From an optimization exercise on the open Yosys and OpenROAD flow, aimed at small area and few clock cycles; shortcuts taken in it are not production practice.
The RTL was checked by simulation tests, not by an equivalence proof against the original design.

==> inputs of quartz <==
## morse_key_timing_decoder
module morse_key_timing_decoder (
  input  logic        clk_i,
  input  logic        rst_ni,
  input  logic        in_valid_i,
  output logic        in_stall_o,
  input  logic [1:0]  func_i,
  input  logic [23:0] duration_us_i,
  output logic        out_valid_o,
  input  logic        out_stall_i,
  output logic [6:0]  character_o,
  output logic        unmatched_o,
  output logic        end_of_message_o,
  output logic        last_o,
  input  logic        cfg_valid_i,
  output logic        cfg_ready_o,
  input  logic [1:0]  cfg_index_i,
  input  logic [23:0] cfg_data_i
);
==> module morse_key_timing_decoder, before the edit <==
module morse_key_timing_decoder (
  input  logic        clk_i,
  input  logic        rst_ni,
  input  logic        in_valid_i,
  output logic        in_stall_o,
  input  logic [1:0]  func_i,
  input  logic [23:0] duration_us_i,
  output logic        out_valid_o,
  input  logic        out_stall_i,
  output logic [6:0]  character_o,
  output logic        unmatched_o,
  output logic        end_of_message_o,
  output logic        last_o,
  input  logic        cfg_valid_i,
  output logic        cfg_ready_o,
  input  logic [1:0]  cfg_index_i,
  input  logic [23:0] cfg_data_i
);
  localparam logic [23:0] DOT_TIME_RST  = 24'd1000000;
  localparam logic [23:0] DASH_TIME_RST = 24'd3000000;
  localparam logic [23:0] LENIENCY_RST  = 24'd500000;
  logic [23:0] dot_time_q, dash_time_q, leniency_q;
  logic        in_accept, full, pop, win1, win2, wr;
  logic [6:0]  entry;
  assign cfg_ready_o = 1'b1;
  always_ff @(posedge clk_i or negedge rst_ni) begin
    if (!rst_ni) begin
      dot_time_q  <= DOT_TIME_RST;
      dash_time_q <= DASH_TIME_RST;
      leniency_q  <= LENIENCY_RST;
    end else if (cfg_valid_i) begin
      case (cfg_index_i)
        2'd0: dot_time_q  <= cfg_data_i;
        2'd1: dash_time_q <= cfg_data_i;
        2'd2: leniency_q  <= cfg_data_i;
        default: ;
      endcase
    end
  end
  assign in_stall_o = full && !pop && !func_i[0];
  assign in_accept  = in_valid_i && !in_stall_o;
  mktd_classify u_classify (
    .press_i     (func_i == 2'd0),
    .duration_i  (duration_us_i),
    .dot_time_i  (dot_time_q),
    .dash_time_i (dash_time_q),
    .leniency_i  (leniency_q),
    .win1_o      (win1),
    .win2_o      (win2)
  );
  mktd_decode u_decode (
    .clk_i   (clk_i),
    .rst_ni  (rst_ni),
    .valid_i (in_accept),
    .func_i  (func_i),
    .win1_i  (win1),
    .win2_i  (win2),
    .wr_o    (wr),
    .entry_o (entry)
  );
  mktd_result_fifo u_result_fifo (
    .clk_i            (clk_i),
    .rst_ni           (rst_ni),
    .wr_i             (wr),
    .entry_i          (entry),
    .full_o           (full),
    .pop_o            (pop),
    .out_valid_o      (out_valid_o),
    .out_stall_i      (out_stall_i),
    .character_o      (character_o),
    .unmatched_o      (unmatched_o),
    .end_of_message_o (end_of_message_o),
    .last_o           (last_o)
  );
endmodule
==> module mktd_classify, before the edit <==
module mktd_classify (
  input  logic        press_i,
  input  logic [23:0] duration_i,
  input  logic [23:0] dot_time_i,
  input  logic [23:0] dash_time_i,
  input  logic [23:0] leniency_i,
  output logic        win1_o,
  output logic        win2_o
);
  localparam int W = 28;
  function automatic logic sign2(input logic [W-1:0] s, input logic [W-1:0] c, input logic ci);
    logic k;
    k = ci;
    for (int i = 0; i < W - 1; i++) k = (s[i] & c[i]) | ((s[i] | c[i]) & k);
    sign2 = s[W-1] ^ c[W-1] ^ k;
  endfunction
  logic [W-1:0] dn, t, l, nl, p2, gn, m;
  logic [W-1:0] s1, c1, s2, c2, a1, a2;
  assign dn = ~{4'd0, duration_i};
  assign t  = W'(dot_time_i);
  assign l  = W'(leniency_i);
  assign nl = ~l;
  assign p2 = press_i ? t << 1 : '0;
  assign gn = ~(press_i ? t : '0);
  assign m  = press_i ? t << 3 : W'(dash_time_i);
  assign s1 = t ^ p2 ^ dn;
  assign a1 = (t & p2) | (t & dn) | (p2 & dn);
  assign c1 = {a1[W-2:0], 1'b0};
  assign s2 = m ^ gn ^ dn;
  assign a2 = (m & gn) | (m & dn) | (gn & dn);
  assign c2 = {a2[W-2:0], 1'b1};
  function automatic logic win(input logic [W-1:0] s, input logic [W-1:0] c,
                               input logic [W-1:0] l, input logic [W-1:0] nl);
    logic [W-1:0] xa, xb;
    xa = (s & c) | (s & l) | (c & l);
    xb = (s & c) | (s & nl) | (c & nl);
    win = !sign2(s ^ c ^ l, {xa[W-2:0], 1'b0}, 1'b0) &&
          sign2(s ^ c ^ nl, {xb[W-2:0], 1'b1}, 1'b1);
  endfunction
  assign win1_o = win(s1, c1, l, nl);
  assign win2_o = win(s2, c2, l, nl);
endmodule
==> module mktd_result_fifo, before the edit <==
module mktd_result_fifo (
  input  logic       clk_i,
  input  logic       rst_ni,
  input  logic       wr_i,
  input  logic [6:0] entry_i,
  output logic       full_o,
  output logic       pop_o,
  output logic       out_valid_o,
  input  logic       out_stall_i,
  output logic [6:0] character_o,
  output logic       unmatched_o,
  output logic       end_of_message_o,
  output logic       last_o
);
  logic [6:0] mem_q [2];
  logic [1:0] vld_q;
  logic       wptr_q, rptr_q;
  logic       space_q;
  logic [6:0] head;
  logic [4:0] node;
  logic [1:0] kind;
  logic       show_space, take;
  logic [6:0] c;
  assign head        = mem_q[rptr_q];
  assign node        = head[6:2];
  assign kind        = head[1:0];
  assign out_valid_o = vld_q[rptr_q];
  assign full_o      = &vld_q;
  assign show_space  = (kind == 2'd1) && (space_q || (node == 5'd1));
  assign take        = out_valid_o && !out_stall_i;
  assign pop_o       = take && last_o;
  always_comb begin
    case (node)
      5'd5:  c = 7'd65;   
      5'd24: c = 7'd66;   
      5'd26: c = 7'd67;   
      5'd12: c = 7'd68;   
      5'd2:  c = 7'd69;   
      5'd18: c = 7'd70;   
      5'd14: c = 7'd71;   
      5'd16: c = 7'd72;   
      5'd4:  c = 7'd73;   
      5'd23: c = 7'd74;   
      5'd13: c = 7'd75;   
      5'd20: c = 7'd76;   
      5'd7:  c = 7'd77;   
      5'd6:  c = 7'd78;   
      5'd15: c = 7'd79;   
      5'd22: c = 7'd80;   
      5'd29: c = 7'd81;   
      5'd10: c = 7'd82;   
      5'd8:  c = 7'd83;   
      5'd3:  c = 7'd84;   
      5'd9:  c = 7'd85;   
      5'd17: c = 7'd86;   
      5'd11: c = 7'd87;   
      5'd25: c = 7'd88;   
      5'd27: c = 7'd89;   
      5'd28: c = 7'd90;   
      default: c = 7'd0;
    endcase
  end
  assign character_o      = show_space ? 7'd32 : c;
  assign unmatched_o      = !show_space && (node != 5'd1) && (c == 7'd0);
  assign end_of_message_o = (kind == 2'd2);
  assign last_o           = (kind != 2'd1) || show_space;
  always_ff @(posedge clk_i) begin
    if (wr_i) mem_q[wptr_q] <= entry_i;
  end
  always_ff @(posedge clk_i or negedge rst_ni) begin
    if (!rst_ni) begin
      vld_q   <= '0;
      wptr_q  <= 1'b0;
      rptr_q  <= 1'b0;
      space_q <= 1'b0;
    end else begin
      if (pop_o) begin
        vld_q[rptr_q] <= 1'b0;
        rptr_q        <= !rptr_q;
      end
      if (wr_i) begin
        vld_q[wptr_q] <= 1'b1;
        wptr_q        <= !wptr_q;
      end
      if (take) space_q <= !last_o;
    end
  end
endmodule
clock: 10.0 ns
lec_check: 0
abc_area: 1
cap_margin: 20
core_margin: 2
core_utilization: 40
slew_margin: 20
run.sh (not shown) runs the stock make flow with config.mk's settings and CLKGATE_MAP_FILE= SYNTH_SCRIPT=/design/flow/synth_recipe.tcl, a recipe that flattens the netlist after the stock synthesis.
==> willow (differences from quartz) <==
--- a/flow/design.v
+++ b/flow/design.v
@@ -222,3 +222,3 @@
   end
-  assign in_stall_o = full && !pop && !func_i[0];
+  assign in_stall_o = full && !pop && ((func_i == 2'd2) || ((func_i == 2'd0) && (win1 || win2)));
   assign in_accept  = in_valid_i && !in_stall_o;
==> flow/flow/run.sh (new file) <==
#!/bin/bash
# Standard layout with three changes:
#  - the port buffers are the smallest buffer cell;
#  - the clock tree has no dummy loads;
#  - after the standard synthesis, some cells become smaller ones of the same
#    function where the netlist allows (flow/netfix.py).
set -euo pipefail
export BUFFER_PORTS_ARGS="-buffer_cell sky130_fd_sc_hd__buf_1"
export CTS_ARGS="-sink_clustering_enable -repair_clock_nets -dont_use_dummy_load -buf_list sky130_fd_sc_hd__clkbuf_8"
RESULTS=orfs/results/${FLOW_PLATFORM:-sky130hd}/morse_key_timing_decoder/base
bash standard.sh synth > flow_synth.log 2>&1
python3 flow/netfix.py "$RESULTS/1_2_yosys.v" > flow_netfix.log 2>&1
touch "$RESULTS/1_2_yosys.v"
bash standard.sh > flow_make.log 2>&1
==> flow/flow/netfix.py (new file) <==
#!/usr/bin/env python3
"""Area clean-ups on the standard synthesis netlist that keep its function and
its registers:
  - a full adder whose sum output drives nothing becomes a majority gate
    (maj3: the carry of a full adder is the majority of its inputs), and a half
    adder whose sum drives nothing becomes an AND gate;
  - a 2:1 mux whose output drives only the D pin of a flip-flop becomes an
    o22a gate, (S | A0) & (!S | A1), with one shared inverter per select net.
Usage: netfix.py NETLIST (edited in place)."""
import re, sys, collections

path = sys.argv[1]
txt = open(path).read()
OUT = {'X', 'Y', 'SUM', 'COUT', 'Q', 'Q_N', 'HI', 'LO'}
inst = re.compile(r'^(\s*)(sky130_fd_sc_hd__\w+)(\s+)(\S+)(\s*)\((.*?)\);', re.S | re.M)
pin = re.compile(r'\.(\w+)\(([^()]*)\)')

outputs = set(re.findall(r'^\s*output\s+(?:\[[^\]]*\]\s*)?(\S+);', txt, re.M))
loads = collections.defaultdict(list)
for m in inst.finditer(txt):
    for p, n in pin.findall(m.group(6)):
        if p not in OUT:
            loads[n.strip()].append((m.group(2), p))
for m in re.finditer(r'assign\s+(.+?)\s*=\s*(.+?);', txt, re.S):
    for n in re.findall(r"[\\\w$.\[\]:]+", m.group(2)):
        loads[n.strip()].append(('assign', ''))

def used(net):
    return bool(loads.get(net)) or net.split('[')[0].strip() in outputs

FLOPS = re.compile(r'sky130_fd_sc_hd__(dfrtp|dfstp|dfxtp|dfrbp|dfsbp|edfxtp)_\d$')
stats = collections.Counter()
sel_inv = {}

def fix(m):
    indent, typ, sp, name, sp2, body = m.groups()
    raw = dict(pin.findall(body))
    pins = dict((p, n.strip()) for p, n in raw.items())
    if typ == 'sky130_fd_sc_hd__fa_1' and not used(pins['SUM']):
        stats['fa'] += 1
        return (f"{indent}sky130_fd_sc_hd__maj3_1{sp}{name}{sp2}(\n"
                f"    .A({raw['A']}),\n    .B({raw['B']}),\n    .C({raw['CIN']}),\n"
                f"    .X({raw['COUT']})\n  );")
    if typ == 'sky130_fd_sc_hd__ha_1' and not used(pins['SUM']):
        stats['ha'] += 1
        return (f"{indent}sky130_fd_sc_hd__and2_1{sp}{name}{sp2}(\n"
                f"    .A({raw['A']}),\n    .B({raw['B']}),\n"
                f"    .X({raw['COUT']})\n  );")
    if re.match(r'sky130_fd_sc_hd__mux2_\d$', typ):
        ls = loads.get(pins['X'], [])
        if (len(ls) == 1 and FLOPS.match(ls[0][0]) and ls[0][1] == 'D'
                and pins['X'].split('[')[0] not in outputs):
            s = pins['S']
            if s not in sel_inv:
                sel_inv[s] = (len(sel_inv), raw['S'])
            k = sel_inv[s][0]
            stats['mux2'] += 1
            return (f"{indent}sky130_fd_sc_hd__o22a_1{sp}{name}{sp2}(\n"
                    f"    .A1({raw['S']}),\n    .A2({raw['A0']}),\n"
                    f"    .B1(netfix_sn_{k} ),\n    .B2({raw['A1']}),\n"
                    f"    .X({raw['X']})\n  );")
    return m.group(0)

new = inst.sub(fix, txt)
if sel_inv:
    decl = ''.join(f"  wire netfix_sn_{k} ;\n" for k, _ in sel_inv.values())
    cells = ''.join(f"  sky130_fd_sc_hd__inv_1 netfix_inv_{k} (\n    .A({r}),\n    .Y(netfix_sn_{k} )\n  );\n"
                    for k, r in sel_inv.values())
    i = new.index(';', new.index('module ')) + 1
    new = new[:i] + '\n' + decl + new[i:]
    j = new.rindex('endmodule')
    new = new[:j] + cells + new[j:]
open(path, 'w').write(new)
print('netfix:', dict(stats), 'select inverters:', len(sel_inv))
==> flow/standard.sh (new file) <==
#!/bin/bash
# synth_recipe.tcl (not shown) runs the flow's synth.tcl, then flattens the netlist and writes it again
# the make line also repeats each setting of config.mk as NAME=value (left out here)
make -C /OpenROAD-flow-scripts/flow DESIGN_CONFIG=/design/flow/config.mk WORK_HOME=/design/flow/orfs CLKGATE_MAP_FILE= SYNTH_SCRIPT=/design/flow/synth_recipe.tcl "${@:-finish}"
--- a/flow/config.mk
+++ b/flow/config.mk
@@ -7,6 +7,5 @@
 export LEC_CHECK = 0
-export ABC_AREA = 1
 export CAP_MARGIN = 20
 export CORE_MARGIN = 2
-export CORE_UTILIZATION = 40
+export CORE_UTILIZATION = 65
 export SLEW_MARGIN = 20
removed: flow/run.sh
==> tundra (differences from quartz) <==
--- a/flow/design.v
+++ b/flow/design.v
@@ -9,34 +9,12 @@
 );
-  localparam int W = 28;
-  function automatic logic sign2(input logic [W-1:0] s, input logic [W-1:0] c, input logic ci);
-    logic k;
-    k = ci;
-    for (int i = 0; i < W - 1; i++) k = (s[i] & c[i]) | ((s[i] | c[i]) & k);
-    sign2 = s[W-1] ^ c[W-1] ^ k;
-  endfunction
-  logic [W-1:0] dn, t, l, nl, p2, gn, m;
-  logic [W-1:0] s1, c1, s2, c2, a1, a2;
-  assign dn = ~{4'd0, duration_i};
-  assign t  = W'(dot_time_i);
-  assign l  = W'(leniency_i);
-  assign nl = ~l;
-  assign p2 = press_i ? t << 1 : '0;
-  assign gn = ~(press_i ? t : '0);
-  assign m  = press_i ? t << 3 : W'(dash_time_i);
-  assign s1 = t ^ p2 ^ dn;
-  assign a1 = (t & p2) | (t & dn) | (p2 & dn);
-  assign c1 = {a1[W-2:0], 1'b0};
-  assign s2 = m ^ gn ^ dn;
-  assign a2 = (m & gn) | (m & dn) | (gn & dn);
-  assign c2 = {a2[W-2:0], 1'b1};
-  function automatic logic win(input logic [W-1:0] s, input logic [W-1:0] c,
-                               input logic [W-1:0] l, input logic [W-1:0] nl);
-    logic [W-1:0] xa, xb;
-    xa = (s & c) | (s & l) | (c & l);
-    xb = (s & c) | (s & nl) | (c & nl);
-    win = !sign2(s ^ c ^ l, {xa[W-2:0], 1'b0}, 1'b0) &&
-          sign2(s ^ c ^ nl, {xb[W-2:0], 1'b1}, 1'b1);
-  endfunction
-  assign win1_o = win(s1, c1, l, nl);
-  assign win2_o = win(s2, c2, l, nl);
+  logic [27:0] d, dot, dash, len, n1, n2, dl;
+  assign d    = {4'd0, duration_i};
+  assign dot  = {4'd0, dot_time_i};
+  assign dash = {4'd0, dash_time_i};
+  assign len  = {4'd0, leniency_i};
+  assign n1   = press_i ? (dot << 1) + dot : dot;
+  assign n2   = press_i ? (dot << 3) - dot : dash;
+  assign dl   = d + len;
+  assign win1_o = (dl > n1) && (d < (n1 + len));
+  assign win2_o = (dl > n2) && (d < (n2 + len));
 endmodule
@@ -95,3 +73,5 @@
 endmodule
-module mktd_result_fifo (
+module mktd_result_fifo #(
+  parameter int DEPTH = 4
+) (
   input  logic       clk_i,
@@ -109,11 +89,13 @@
 );
-  logic [6:0] mem_q [2];
-  logic [1:0] vld_q;
-  logic       wptr_q, rptr_q;
-  logic       space_q;
-  logic [6:0] head;
-  logic [4:0] node;
-  logic [1:0] kind;
-  logic       show_space, take;
-  logic [6:0] c;
+  localparam int AW = (DEPTH > 1) ? $clog2(DEPTH) : 1;
+  localparam int CW = $clog2(DEPTH + 1);
+  logic [6:0]    mem_q [DEPTH];
+  logic [AW-1:0] wptr_q, rptr_q;
+  logic [CW-1:0] count_q;
+  logic          space_q;
+  logic [6:0]    head;
+  logic [4:0]    node;
+  logic [1:0]    kind;
+  logic          show_space, take;
+  logic [6:0]    c;
   assign head        = mem_q[rptr_q];
@@ -121,4 +103,4 @@
   assign kind        = head[1:0];
-  assign out_valid_o = vld_q[rptr_q];
-  assign full_o      = &vld_q;
+  assign out_valid_o = (count_q != '0);
+  assign full_o      = (count_q == CW'(DEPTH));
   assign show_space  = (kind == 2'd1) && (space_q || (node == 5'd1));
@@ -166,15 +148,10 @@
     if (!rst_ni) begin
-      vld_q   <= '0;
-      wptr_q  <= 1'b0;
-      rptr_q  <= 1'b0;
+      wptr_q  <= '0;
+      rptr_q  <= '0;
+      count_q <= '0;
       space_q <= 1'b0;
     end else begin
-      if (pop_o) begin
-        vld_q[rptr_q] <= 1'b0;
-        rptr_q        <= !rptr_q;
-      end
-      if (wr_i) begin
-        vld_q[wptr_q] <= 1'b1;
-        wptr_q        <= !wptr_q;
-      end
+      if (wr_i) wptr_q <= (wptr_q == AW'(DEPTH - 1)) ? '0 : wptr_q + 1'b1;
+      if (pop_o) rptr_q <= (rptr_q == AW'(DEPTH - 1)) ? '0 : rptr_q + 1'b1;
+      count_q <= count_q + CW'(wr_i) - CW'(pop_o);
       if (take) space_q <= !last_o;
@@ -183,3 +160,5 @@
 endmodule
-module morse_key_timing_decoder (
+module morse_key_timing_decoder #(
+  parameter int DEPTH = 4
+) (
   input  logic        clk_i,
@@ -243,3 +222,5 @@
   );
-  mktd_result_fifo u_result_fifo (
+  mktd_result_fifo #(
+    .DEPTH (DEPTH)
+  ) u_result_fifo (
     .clk_i            (clk_i),
--- a/flow/config.mk
+++ b/flow/config.mk
@@ -7,3 +7,2 @@
 export LEC_CHECK = 0
-export ABC_AREA = 1
 export CAP_MARGIN = 20
==> flow_metrics.env <==
export IMPL_wl_met3_um=1284
export IMPL_period_minus_slack_ps=9401
export IMPL_holdPathStages=1
export IMPL_max_stage_delay_ps=560
export IMPL_outcome="no timing/DRC/antenna violations"
export IMPL_ys_async_sr_fraction_pct=75.22
export IMPL_fin_util_pct=46.24
the above is filed under tundra

==> flow_metrics.env <==
export IMPL_wl_met3_um=464
export IMPL_top_usage_layer="met2"
export IMPL_outcome="no timing/DRC/antenna violations"
export IMPL_period_minus_slack_ps=7097
export IMPL_max_stage_delay_ps=640
export IMPL_ys_async_sr_fraction_pct=85.42
export IMPL_holdPathStages=2
export IMPL_slew_headroom_pct=32.23
export IMPL_fin_util_pct=46.04
the above is filed under quartz

==> flow_metrics.env <==
export IMPL_holdPathStages=1
export IMPL_outcome="no timing/DRC/antenna violations"
export IMPL_period_minus_slack_ps=8474
export IMPL_cp_depth=14
export IMPL_critPathBufInv=4
export IMPL_fin_util_pct=70.39
export IMPL_max_stage_delay_ps=610
the above is filed under willow

Testbench counts of quartz, summed over its fixed seeds: cycles 21,393.
Testbench counts of willow, summed over its fixed seeds: cycles 21,145.
Testbench counts of tundra, summed over its fixed seeds: cycles 20,982.

## static timing again, ports no longer ideal
Ports are ideal in the flow. The routed layouts listed here were re-timed in OpenROAD.
Step 1: set_driving_cell puts a clkbuf_16 on clk_i and a buf_2 on each other input, an assumption about the parent block.
Step 2 moves the port delays by t, midway between the first and last clock arrival at a register: inputs arrive t later, outputs are due t later. That takes back most of the time a late clock gives input paths.
Slacks: ideal / step 1 / step 2; pairs: ideal / step 1.
run | shift t [ns] | setup WS [ns] | cell pins on the clock port's net
quartz | 0.399 | 2.903 / 2.922 / 2.523 | 1
willow | 0.414 | 1.526 / 1.494 / 1.494 | 1
tundra | 0.466 | 0.599 / 0.622 / 0.156 | 1
After both steps setup and hold are still met in every run listed. The setup slack of tundra, which loses most, moves by +0.023 ns with the drivers and by -0.443 ns with both steps.
